Source: an optimization exercise on an open RTL-to-GDS flow (aim: small area, a short achievable clock period and few clock cycles). Production flows keep margins and buffers that such runs may drop.

==> run D: inputs <==
==> flow/design.v <==
package ppts_pkg;
  localparam int unsigned NEED_W     = 7;
  localparam int unsigned DUR_W      = 5;
  localparam int unsigned PRIO_W     = 2;
  localparam int unsigned CNT_W      = 32;
  localparam logic [DUR_W-1:0]  MaxDuration = 5'd20;
  localparam logic [PRIO_W-1:0] PrioBlock   = 2'd3;
  typedef enum logic [1:0] {
    STATUS_QUEUED  = 2'd0,
    STATUS_REFUSED = 2'd1,
    STATUS_INVALID = 2'd2,
    STATUS_TICK    = 2'd3
  } status_e;
  typedef enum logic {
    OP_TICK   = 1'b0,
    OP_SUBMIT = 1'b1
  } op_e;
  typedef struct packed {
    logic              operation;
    logic [NEED_W-1:0] task_processors;
    logic [DUR_W-1:0]  task_duration;
  } req_t;
  typedef struct packed {
    logic [1:0]        status;
    logic [6:0]        free_processors;
    logic [4:0]        queue_length;
    logic [6:0]        running_count;
    logic [4:0]        started_now;
    logic [6:0]        finished_now;
    logic [CNT_W-1:0]  tick_total;
    logic [CNT_W-1:0]  idle_total;
    logic [CNT_W-1:0]  completed_total;
    logic [CNT_W-1:0]  refusal_total;
  } res_t;
  typedef struct packed {
    logic [NEED_W-1:0] need;
    logic [DUR_W-1:0]  dur;
    logic [PRIO_W-1:0] prio;
  } wait_t;
  typedef struct packed {
    logic [NEED_W-1:0] need;
    logic [CNT_W-1:0]  due;
  } run_t;
endpackage
import ppts_pkg::*;
module processor_pool_task_scheduler #(
  parameter int unsigned QUEUE_DEPTH    = 16,
  parameter int unsigned RUN_SLOTS      = 64,
  parameter int unsigned MAX_PROCESSORS = 64
) (
  input  logic              clk_i,
  input  logic              rst_ni,
  input  logic              start,
  output logic              busy,
  input  logic [12:0]       req_i,
  output logic              result_valid_o,
  output logic [160:0]      result_o,
  input  logic              cfg_valid_i,
  output logic              cfg_ready_o,
  input  logic [6:0]        cfg_data_i
);
  localparam int unsigned QD = 16;
  localparam int unsigned NB = 20;
  logic [6:0]  pool_q, free_q, held_q, run_q;
  logic [4:0]  cnt_q;
  logic [31:0] tick_q, idle_q, done_q, ref_q;
  logic [1:0]  status_q;
  logic [4:0]  started_q;
  logic [6:0]  fin_q;
  logic        vld_q;
  logic        scan_q;
  logic [3:0]  ptr_q;
  logic [6:0]  thr_q;
  logic        thr_ok_q;
  logic        pv_q, p0_q, p1_q;
  logic [4:0]  pi_q;
  logic [6:0]  pn_q;
  logic [6:0]  qn_q [QD];
  logic [4:0]  qd_q [QD];
  logic [1:0]  qp_q [QD];
  logic [6:0]  bs_q [NB];
  logic [6:0]  bc_q [NB];
  logic [NB-1:0] bv_q;      
  logic [4:0]  hd_q;        
  logic [NB-1:0] hdo_q;     
  logic [4:0]  hd1, wi;
  logic [6:0]  h_s, h_c, h1_s, h1_c, w_rs, w_rc;
  logic [6:0]  hs_q, hc_q;    
  assign hd1  = (hd_q == 5'(NB - 1)) ? 5'd0 : hd_q + 5'd1;
  assign wi   = pi_q;
  assign h_s = hs_q;
  assign h_c = hc_q;
  always_comb begin
    h1_s = '0;
    h1_c = '0;
    w_rs = '0;
    w_rc = '0;
    for (int k = 0; k < NB; k++) begin
      if (bv_q[k] && hdo_q[(k + NB - 1) % NB]) begin
        h1_s = bs_q[k];
        h1_c = bc_q[k];
      end
      if (bv_q[k] && (wi == 5'(k))) begin
        w_rs = bs_q[k];
        w_rc = bc_q[k];
      end
    end
  end
  logic       is_sub, sub_bad, sub_full, sub_ok, tick_go, first, cfg_go;
  logic [6:0] r_need;
  logic [4:0] r_dur, r_dm1;
  assign r_need   = req_i[11:5];
  assign r_dur    = req_i[4:0];
  assign r_dm1    = (r_dur == 5'd0) ? 5'd0 : r_dur - 5'd1;
  assign is_sub   = start && !scan_q && req_i[12];
  assign sub_bad  = (r_need > pool_q) || (r_dur > 5'd20);
  assign sub_full = cnt_q[4];
  assign sub_ok   = is_sub && !sub_bad && !sub_full;
  assign first    = !scan_q;
  assign tick_go  = scan_q || (start && !req_i[12]);
  assign cfg_go   = cfg_valid_i && !scan_q && !pv_q;
  logic       p0, p1;
  logic [6:0] rs, rc;
  logic [7:0] thr_sum, idl_sum;
  assign p0   = p0_q;
  assign p1   = p1_q;
  assign rs   = h_s + (p0 ? pn_q : 7'd0);
  assign rc   = h_c + (p0 ? 7'd1 : 7'd0);
  logic [6:0] run_b, rel_free;
  logic [7:0] rel_sum;
  logic       full, fallback;
  assign run_b    = first ? run_q - rc : run_q;
  assign full     = run_q[6] && (scan_q || ((h_c == 7'd0) && !p0_q));
  assign rel_sum  = idl_sum;
  assign rel_free = (rel_sum > {1'b0, pool_q}) ? pool_q : rel_sum[6:0];
  assign fallback = first && !thr_ok_q;
  logic [6:0] run_b1;
  logic [4:0] cnt_m1, st_b, st_b1;
  assign run_b1 = run_b + 7'd1;
  assign cnt_m1 = cnt_q - 5'd1;
  assign st_b   = first ? 5'd0 : started_q;
  assign st_b1  = st_b + 5'd1;
  logic [6:0] thr;
  logic [3:0] ptr;
  assign thr = thr_q;
  assign ptr = first ? 4'd0 : ptr_q;
  logic [QD-1:0] cand, fit, hit, seen, fh;
  always_comb begin
    for (int i = 0; i < QD; i++) begin
      cand[i] = (4'(i) >= ptr) && (5'(i) < cnt_q);
      fit[i]  = (qn_q[i] <= thr) && !full;
      hit[i]  = cand[i] && (fit[i] || (qp_q[i] == 2'd3));
    end
    seen[0] = hit[0];
    for (int i = 1; i < QD; i++) seen[i] = seen[i-1] | hit[i];
    fh[0] = hit[0];
    for (int i = 1; i < QD; i++) fh[i] = hit[i] && !seen[i-1];
  end
  logic       st_now, last, go, start_go;
  logic [6:0] s_need, s_free;
  logic       s_d0, s_d1;
  logic [4:0] s_dm1;
  logic [3:0] h_idx;
  always_comb begin
    st_now = 1'b0;
    last   = 1'b0;
    s_need = '0;
    s_free = '0;
    s_dm1  = '0;
    s_d0   = 1'b0;
    s_d1   = 1'b0;
    h_idx  = '0;
    for (int i = 0; i < QD; i++) begin
      st_now = st_now | (fh[i] & fit[i]);
      last   = last | (fh[i] & (5'(i) + 5'd1 == cnt_q));
      s_need = s_need | ({7{fh[i]}} & qn_q[i]);
      s_dm1  = s_dm1  | ({5{fh[i]}} & qd_q[i]);
      s_d0   = s_d0 | (fh[i] & (qd_q[i] == 5'd0));
      s_d1   = s_d1 | (fh[i] & (qd_q[i] == 5'd1));
      h_idx  = h_idx  | ({4{fh[i]}} & 4'(i));
    end
  end
  assign go       = tick_go && !fallback;
  logic [4:0] pa;
  logic [5:0] pa_s;
  assign pa_s = {1'b0, first ? hd1 : hd_q} + {1'b0, s_dm1};
  assign pa   = (pa_s >= 6'(NB)) ? 5'(pa_s - 6'(NB)) : pa_s[4:0];
  assign s_free = thr - s_need;
  assign start_go = go && st_now;
  logic [6:0] cfg_tot, cfg_free;
  always_comb begin
    cfg_tot = cfg_data_i;
    if (cfg_data_i == 7'd0) cfg_tot = 7'd1;
    else if (cfg_data_i > 7'd64) cfg_tot = 7'd64;
    cfg_free = (cfg_tot > held_q) ? cfg_tot - held_q : 7'd0;
  end
  logic [6:0] tb_s;
  logic       tb_p;
  assign tb_s    = first ? h1_s : h_s;
  assign tb_p    = first ? p1 : p0;
  assign thr_sum = {1'b0, thr} + {1'b0, tb_s} + (tb_p ? {1'b0, pn_q} : 8'd0);
  assign idl_sum = {1'b0, free_q} + {1'b0, h_s} + (p0 ? {1'b0, pn_q} : 8'd0);
  assign busy           = scan_q;
  assign cfg_ready_o    = !scan_q && !pv_q;
  assign result_valid_o = vld_q;
  assign result_o = {status_q, free_q, cnt_q, run_q, started_q, fin_q,
                     tick_q, idle_q, done_q, ref_q};
  always_ff @(posedge clk_i or negedge rst_ni) begin
    if (!rst_ni) begin
      pool_q    <= 7'd16;
      free_q    <= 7'd16;
      held_q    <= '0;
      run_q     <= '0;
      cnt_q     <= '0;
      tick_q    <= '0;
      idle_q    <= '0;
      done_q    <= '0;
      ref_q     <= '0;
      status_q  <= '0;
      started_q <= '0;
      fin_q     <= '0;
      vld_q     <= 1'b0;
      scan_q    <= 1'b0;
      ptr_q     <= '0;
      thr_q     <= 7'd16;
      thr_ok_q  <= 1'b1;
      pv_q      <= 1'b0;
      p0_q      <= 1'b0;
      p1_q      <= 1'b0;
      pi_q      <= '0;
      pn_q      <= '0;
    end else begin
      vld_q <= 1'b0;
      pv_q   <= start_go;
      p0_q   <= start_go && s_d0;
      p1_q   <= start_go && s_d1;
      pi_q   <= pa;
      pn_q   <= s_need;
      held_q <= held_q - ((tick_go && first) ? rs : 7'd0) + (pv_q ? pn_q : 7'd0);
      if (!tick_go) begin
        thr_q    <= rel_free;
        thr_ok_q <= !cfg_go;
      end
      if (cfg_go) begin
        pool_q <= cfg_tot;
        free_q <= cfg_free;
      end
      if (is_sub) begin
        vld_q     <= 1'b1;
        started_q <= '0;
        fin_q     <= '0;
        if (sub_bad) begin
          status_q <= 2'd2;
        end else if (sub_full) begin
          status_q <= 2'd1;
          ref_q    <= ref_q + 32'd1;
        end else begin
          status_q <= 2'd0;
          cnt_q    <= cnt_q + 5'd1;
        end
      end
      if (tick_go) begin
        run_q <= start_go ? run_b1 : run_b;
        if (first) begin
          status_q <= 2'd3;
          fin_q    <= rc;
          tick_q   <= tick_q + 32'd1;
          done_q   <= done_q + 32'(rc);
        end
        if (fallback) begin
          free_q    <= rel_free;
          thr_q     <= rel_free;
          ptr_q     <= '0;
          scan_q    <= 1'b1;
          thr_ok_q  <= 1'b0;
          started_q <= '0;
        end else begin
          free_q    <= st_now ? s_free : thr;
          cnt_q     <= st_now ? cnt_m1 : cnt_q;
          ptr_q     <= h_idx;
          scan_q    <= st_now && !last;
          vld_q     <= !st_now || last;
          thr_q     <= st_now ? s_free : ((thr_sum > {1'b0, pool_q}) ? pool_q : thr_sum[6:0]);
          thr_ok_q  <= !st_now;
          started_q <= st_now ? st_b1 : st_b;
          if (!st_now && (run_b == 7'd0)) begin
            idle_q <= idle_q + 32'd1;
          end
        end
      end
    end
  end
  logic rel, wv;
  assign rel = tick_go && first;
  assign wv  = pv_q && !(rel && p0_q);
  always_ff @(posedge clk_i or negedge rst_ni) begin
    if (!rst_ni) begin
      bv_q <= '0;
      hd_q <= '0;
      hdo_q <= NB'(1);
      hs_q <= '0;
      hc_q <= '0;
    end else begin
      if (rel) begin
        hs_q <= p1_q ? w_rs + pn_q : h1_s;
        hc_q <= p1_q ? w_rc + 7'd1 : h1_c;
      end else if (p0_q) begin
        hs_q <= w_rs + pn_q;
        hc_q <= w_rc + 7'd1;
      end
      for (int k = 0; k < NB; k++) begin
        if (wv && (wi == 5'(k))) begin
          bv_q[k] <= 1'b1;
        end else if (rel && hdo_q[k]) begin
          bv_q[k] <= 1'b0;
        end
      end
      if (rel) begin
        hd_q  <= hd1;
        hdo_q <= {hdo_q[NB-2:0], hdo_q[NB-1]};
      end
    end
  end
  always_ff @(posedge clk_i) begin
    for (int k = 0; k < NB; k++) begin
      if (wv && (wi == 5'(k))) begin
        bs_q[k] <= w_rs + pn_q;
        bc_q[k] <= w_rc + 7'd1;
      end
    end
  end
  always_ff @(posedge clk_i) begin
    for (int i = 0; i < QD; i++) begin
      if (go) begin
        if (st_now && seen[i]) begin
          if (i < QD - 1) begin
            qn_q[i] <= qn_q[(i < QD - 1) ? i + 1 : i];
            qd_q[i] <= qd_q[(i < QD - 1) ? i + 1 : i];
            qp_q[i] <= qp_q[(i < QD - 1) ? i + 1 : i];
          end
        end else if (cand[i] && !seen[i]) begin
          qp_q[i] <= qp_q[i] + 2'd1;
        end
      end else if (sub_ok && (cnt_q[3:0] == 4'(i))) begin
        qn_q[i] <= r_need;
        qd_q[i] <= r_dm1;
        qp_q[i] <= 2'd0;
      end
    end
  end
endmodule
==> flow/run.sh <==
#!/bin/bash
# synth_recipe.tcl (not shown) runs the flow's synth.tcl, then flattens the netlist and writes it again
# the make line also repeats each setting of config.mk as NAME=value (left out here)
make -C /OpenROAD-flow-scripts/flow DESIGN_CONFIG=/design/flow/config.mk WORK_HOME=/design/flow/orfs CLKGATE_MAP_FILE= SYNTH_SCRIPT=/design/flow/synth_recipe.tcl finish
==> flow/config.mk <==
export PLATFORM = sky130hd
export DESIGN_NAME = processor_pool_task_scheduler
export DESIGN_NICKNAME = processor_pool_task_scheduler
export VERILOG_FILES = /design/flow/design.v
export SDC_FILE = /design/flow/constraint.sdc
export NUM_CORES = 4
export LEC_CHECK = 0
export CAP_MARGIN = 20
export CORE_MARGIN = 2
export CORE_UTILIZATION = 40
export SETUP_SLACK_MARGIN = 4.0
export SLEW_MARGIN = 20
==> flow/constraint.sdc <==
create_clock -name core_clock -period 8.0 [get_ports {clk_i}]
set_input_delay 1.6000 -clock core_clock [delete_from_list [all_inputs] [get_ports {clk_i}]]
set_output_delay 1.6000 -clock core_clock [all_outputs]
set_load 0.01 [all_outputs]
==> run E: changes against run D <==
==> flow/design.v, changed modules only <==
module processor_pool_task_scheduler #(
  parameter int unsigned QUEUE_DEPTH    = 16,
  parameter int unsigned RUN_SLOTS      = 64,
  parameter int unsigned MAX_PROCESSORS = 64
) (
  input  logic              clk_i,
  input  logic              rst_ni,
  input  logic              start,
  output logic              busy,
  input  logic [12:0]       req_i,
  output logic              result_valid_o,
  output logic [160:0]      result_o,
  input  logic              cfg_valid_i,
  output logic              cfg_ready_o,
  input  logic [6:0]        cfg_data_i
);
  localparam int unsigned QD = 16;
  localparam int unsigned NB = 20;
  logic [6:0]  pool_q, free_q, held_q, run_q;
  logic [4:0]  cnt_q;
  logic [31:0] tick_q, idle_q, done_q, ref_q;
  logic [1:0]  status_q;
  logic [4:0]  started_q;
  logic [6:0]  fin_q;
  logic        vld_q;
  logic        scan_q;
  logic [3:0]  ptr_q;
  logic [6:0]  thr_q;
  logic        thr_ok_q;
  logic        pv_q;
  logic [4:0]  pi_q;
  logic [6:0]  pn_q;
  logic [6:0]  qn_q [QD];
  logic [4:0]  qd_q [QD];
  logic [1:0]  qp_q [QD];
  logic [6:0]  bs_q [NB];
  logic [6:0]  bc_q [NB];
  logic       is_sub, sub_bad, sub_full, sub_ok, tick_go, first, cfg_go;
  logic [6:0] r_need;
  logic [4:0] r_dur, r_dm1;
  assign r_need   = req_i[11:5];
  assign r_dur    = req_i[4:0];
  assign r_dm1    = (r_dur == 5'd0) ? 5'd0 : r_dur - 5'd1;
  assign is_sub   = start && !scan_q && req_i[12];
  assign sub_bad  = (r_need > pool_q) || (r_dur > 5'd20);
  assign sub_full = cnt_q[4];
  assign sub_ok   = is_sub && !sub_bad && !sub_full;
  assign first    = !scan_q;
  assign tick_go  = scan_q || (start && !req_i[12]);
  assign cfg_go   = cfg_valid_i && !scan_q && !pv_q;
  logic       p0, p1;
  logic [6:0] rs, rc;
  logic [7:0] thr_sum, idl_sum;
  assign p0   = pv_q && (pi_q == 5'd0);
  assign p1   = pv_q && (pi_q == 5'd1);
  assign rs   = bs_q[0] + (p0 ? pn_q : 7'd0);
  assign rc   = bc_q[0] + (p0 ? 7'd1 : 7'd0);
  logic [6:0] run_b, rel_free;
  logic [7:0] rel_sum;
  logic       full, fallback;
  assign run_b    = first ? run_q - rc : run_q;
  assign full     = first ? (run_q[6] && (rc == 7'd0)) : run_q[6];
  assign rel_sum  = idl_sum;
  assign rel_free = (rel_sum > {1'b0, pool_q}) ? pool_q : rel_sum[6:0];
  assign fallback = first && !thr_ok_q;
  logic [6:0] thr;
  logic [3:0] ptr;
  assign thr = first ? thr_q : free_q;
  assign ptr = first ? 4'd0 : ptr_q;
  logic [QD-1:0] cand, fit, hit, seen, fh;
  logic [7:0]    diff [QD];
  always_comb begin
    for (int i = 0; i < QD; i++) begin
      diff[i] = {1'b0, thr} - {1'b0, qn_q[i]};
      cand[i] = (4'(i) >= ptr) && (5'(i) < cnt_q);
      fit[i]  = !diff[i][7] && !full;
      hit[i]  = cand[i] && (fit[i] || (qp_q[i] == 2'd3));
    end
    seen[0] = hit[0];
    for (int i = 1; i < QD; i++) seen[i] = seen[i-1] | hit[i];
    fh[0] = hit[0];
    for (int i = 1; i < QD; i++) fh[i] = hit[i] && !seen[i-1];
  end
  logic       st_now, last, go, start_go;
  logic [6:0] s_need, s_free;
  logic [4:0] s_dm1;
  logic [3:0] h_idx;
  always_comb begin
    st_now = 1'b0;
    last   = 1'b0;
    s_need = '0;
    s_free = '0;
    s_dm1  = '0;
    h_idx  = '0;
    for (int i = 0; i < QD; i++) begin
      st_now = st_now | (fh[i] & fit[i]);
      last   = last | (fh[i] & (5'(i) + 5'd1 == cnt_q));
      s_need = s_need | ({7{fh[i]}} & qn_q[i]);
      s_free = s_free | ({7{fh[i]}} & diff[i][6:0]);
      s_dm1  = s_dm1  | ({5{fh[i]}} & qd_q[i]);
      h_idx  = h_idx  | ({4{fh[i]}} & 4'(i));
    end
  end
  assign go       = tick_go && !fallback;
  assign start_go = go && st_now;
  logic [6:0] cfg_tot, cfg_free;
  always_comb begin
    cfg_tot = cfg_data_i;
    if (cfg_data_i == 7'd0) cfg_tot = 7'd1;
    else if (cfg_data_i > 7'd64) cfg_tot = 7'd64;
    cfg_free = (cfg_tot > held_q) ? cfg_tot - held_q : 7'd0;
  end
  assign thr_sum = first ? {1'b0, thr} + {1'b0, bs_q[1]} + (p1 ? {1'b0, pn_q} : 8'd0)
                         : {1'b0, thr} + {1'b0, bs_q[0]} + (p0 ? {1'b0, pn_q} : 8'd0);
  assign idl_sum = {1'b0, free_q} + {1'b0, bs_q[0]} + (p0 ? {1'b0, pn_q} : 8'd0);
  assign busy           = scan_q;
  assign cfg_ready_o    = !scan_q && !pv_q;
  assign result_valid_o = vld_q;
  assign result_o = {status_q, free_q, cnt_q, run_q, started_q, fin_q,
                     tick_q, idle_q, done_q, ref_q};
  always_ff @(posedge clk_i or negedge rst_ni) begin
    if (!rst_ni) begin
      pool_q    <= 7'd16;
      free_q    <= 7'd16;
      held_q    <= '0;
      run_q     <= '0;
      cnt_q     <= '0;
      tick_q    <= '0;
      idle_q    <= '0;
      done_q    <= '0;
      ref_q     <= '0;
      status_q  <= '0;
      started_q <= '0;
      fin_q     <= '0;
      vld_q     <= 1'b0;
      scan_q    <= 1'b0;
      ptr_q     <= '0;
      thr_q     <= 7'd16;
      thr_ok_q  <= 1'b1;
      pv_q      <= 1'b0;
      pi_q      <= '0;
      pn_q      <= '0;
    end else begin
      vld_q <= 1'b0;
      pv_q   <= start_go;
      pi_q   <= s_dm1;
      pn_q   <= s_need;
      held_q <= held_q - ((tick_go && first) ? rs : 7'd0) + (pv_q ? pn_q : 7'd0);
      if (!tick_go) begin
        thr_q    <= (idl_sum > {1'b0, pool_q}) ? pool_q : idl_sum[6:0];
        thr_ok_q <= !cfg_go;
      end
      if (cfg_go) begin
        pool_q <= cfg_tot;
        free_q <= cfg_free;
      end
      if (is_sub) begin
        vld_q     <= 1'b1;
        started_q <= '0;
        fin_q     <= '0;
        if (sub_bad) begin
          status_q <= 2'd2;
        end else if (sub_full) begin
          status_q <= 2'd1;
          ref_q    <= ref_q + 32'd1;
        end else begin
          status_q <= 2'd0;
          cnt_q    <= cnt_q + 5'd1;
        end
      end
      if (tick_go) begin
        run_q <= run_b + (start_go ? 7'd1 : 7'd0);
        if (first) begin
          status_q <= 2'd3;
          fin_q    <= rc;
          tick_q   <= tick_q + 32'd1;
          done_q   <= done_q + 32'(rc);
        end
        if (fallback) begin
          free_q    <= rel_free;
          ptr_q     <= '0;
          scan_q    <= 1'b1;
          thr_ok_q  <= 1'b0;
          started_q <= '0;
        end else begin
          free_q    <= st_now ? s_free : thr;
          cnt_q     <= cnt_q - (st_now ? 5'd1 : 5'd0);
          ptr_q     <= h_idx;
          scan_q    <= st_now && !last;
          vld_q     <= !st_now || last;
          thr_q     <= (thr_sum > {1'b0, pool_q}) ? pool_q : thr_sum[6:0];
          thr_ok_q  <= !st_now;
          started_q <= (first ? 5'd0 : started_q) + (st_now ? 5'd1 : 5'd0);
          if (!st_now && (run_b == 7'd0)) begin
            idle_q <= idle_q + 32'd1;
          end
        end
      end
    end
  end
  logic       shift;
  logic [4:0] wi;
  logic       wv;
  logic [6:0] w_s, w_c;
  assign shift = tick_go && first;
  assign wi    = shift ? pi_q - 5'd1 : pi_q;
  assign wv    = pv_q && !(shift && (pi_q == 5'd0));
  always_comb begin
    w_s = '0;
    w_c = '0;
    for (int k = 0; k < NB; k++) begin
      if (pi_q == 5'(k)) begin
        w_s = bs_q[k];
        w_c = bc_q[k];
      end
    end
    w_s = w_s + pn_q;
    w_c = w_c + 7'd1;
  end
  always_ff @(posedge clk_i or negedge rst_ni) begin
    if (!rst_ni) begin
      for (int k = 0; k < NB; k++) begin
        bs_q[k] <= '0;
        bc_q[k] <= '0;
      end
    end else begin
      for (int k = 0; k < NB; k++) begin
        if (wv && (wi == 5'(k))) begin
          bs_q[k] <= w_s;
          bc_q[k] <= w_c;
        end else if (shift) begin
          bs_q[k] <= (k == NB - 1) ? 7'd0 : bs_q[(k == NB - 1) ? k : k + 1];
          bc_q[k] <= (k == NB - 1) ? 7'd0 : bc_q[(k == NB - 1) ? k : k + 1];
        end
      end
    end
  end
  always_ff @(posedge clk_i) begin
    for (int i = 0; i < QD; i++) begin
      if (go) begin
        if (st_now && seen[i]) begin
          if (i < QD - 1) begin
            qn_q[i] <= qn_q[(i < QD - 1) ? i + 1 : i];
            qd_q[i] <= qd_q[(i < QD - 1) ? i + 1 : i];
            qp_q[i] <= qp_q[(i < QD - 1) ? i + 1 : i];
          end
        end else if (cand[i] && !seen[i]) begin
          qp_q[i] <= qp_q[i] + 2'd1;
        end
      end else if (sub_ok && (cnt_q[3:0] == 4'(i))) begin
        qn_q[i] <= r_need;
        qd_q[i] <= r_dm1;
        qp_q[i] <= 2'd0;
      end
    end
  end
endmodule
- SETUP_SLACK_MARGIN: 4.0 -> 3.5
==> impl_metrics.yaml <==
run_status:
  status: "no timing/DRC/antenna violations"
synth:
  synthAdderAreaFrac_pct: 7.80
  yosys_most_used_dff: "edfxtp_1"
die:
  fp-row-count: 120
placed_design:
  hpwl_um: 111000
That was run D.
==> impl_metrics.yaml <==
run_status:
  status: "no timing/DRC/antenna violations"
synth:
  synthAdderAreaFrac_pct: 8.59
  yosys_most_used_dff: "dfrtp_1"
  yosysTopAreaCell: "dfrtp_1"
That was run E.
Function was not checked in any run of this note: the RTL went through the layout flow alone.

==> what the ideal ports hide <==
In the flow no input, the clock included, has a driving cell. The finished layouts below were timed again as built, in two steps. Step 1 assumes that a clkbuf_16 drives the clock port and a buf_2 every other input. Step 2 also shifts input and output timing later by t, the mid clock arrival at the registers, as if the neighbouring blocks saw the same clock. a / b / c = no drivers / after step 1 / after step 2; a / b = the first two.
| run | shift t [ns] | slack for setup (ns) | hold slack, ns | worst slew at a driven data input, ns | cell pins on the clock port's net |
|---|---|---|---|---|---|
| run D | 0.746 | 2.810 / 2.810 / 2.810 | 0.463 / 0.463 / 0.463 | 0.15 | 1 |
| run E | 0.745 | 2.717 / 2.717 / 2.717 | 0.462 / 0.462 / 0.462 | 0.08 | 1 |
After both steps every run listed still meets setup and hold.
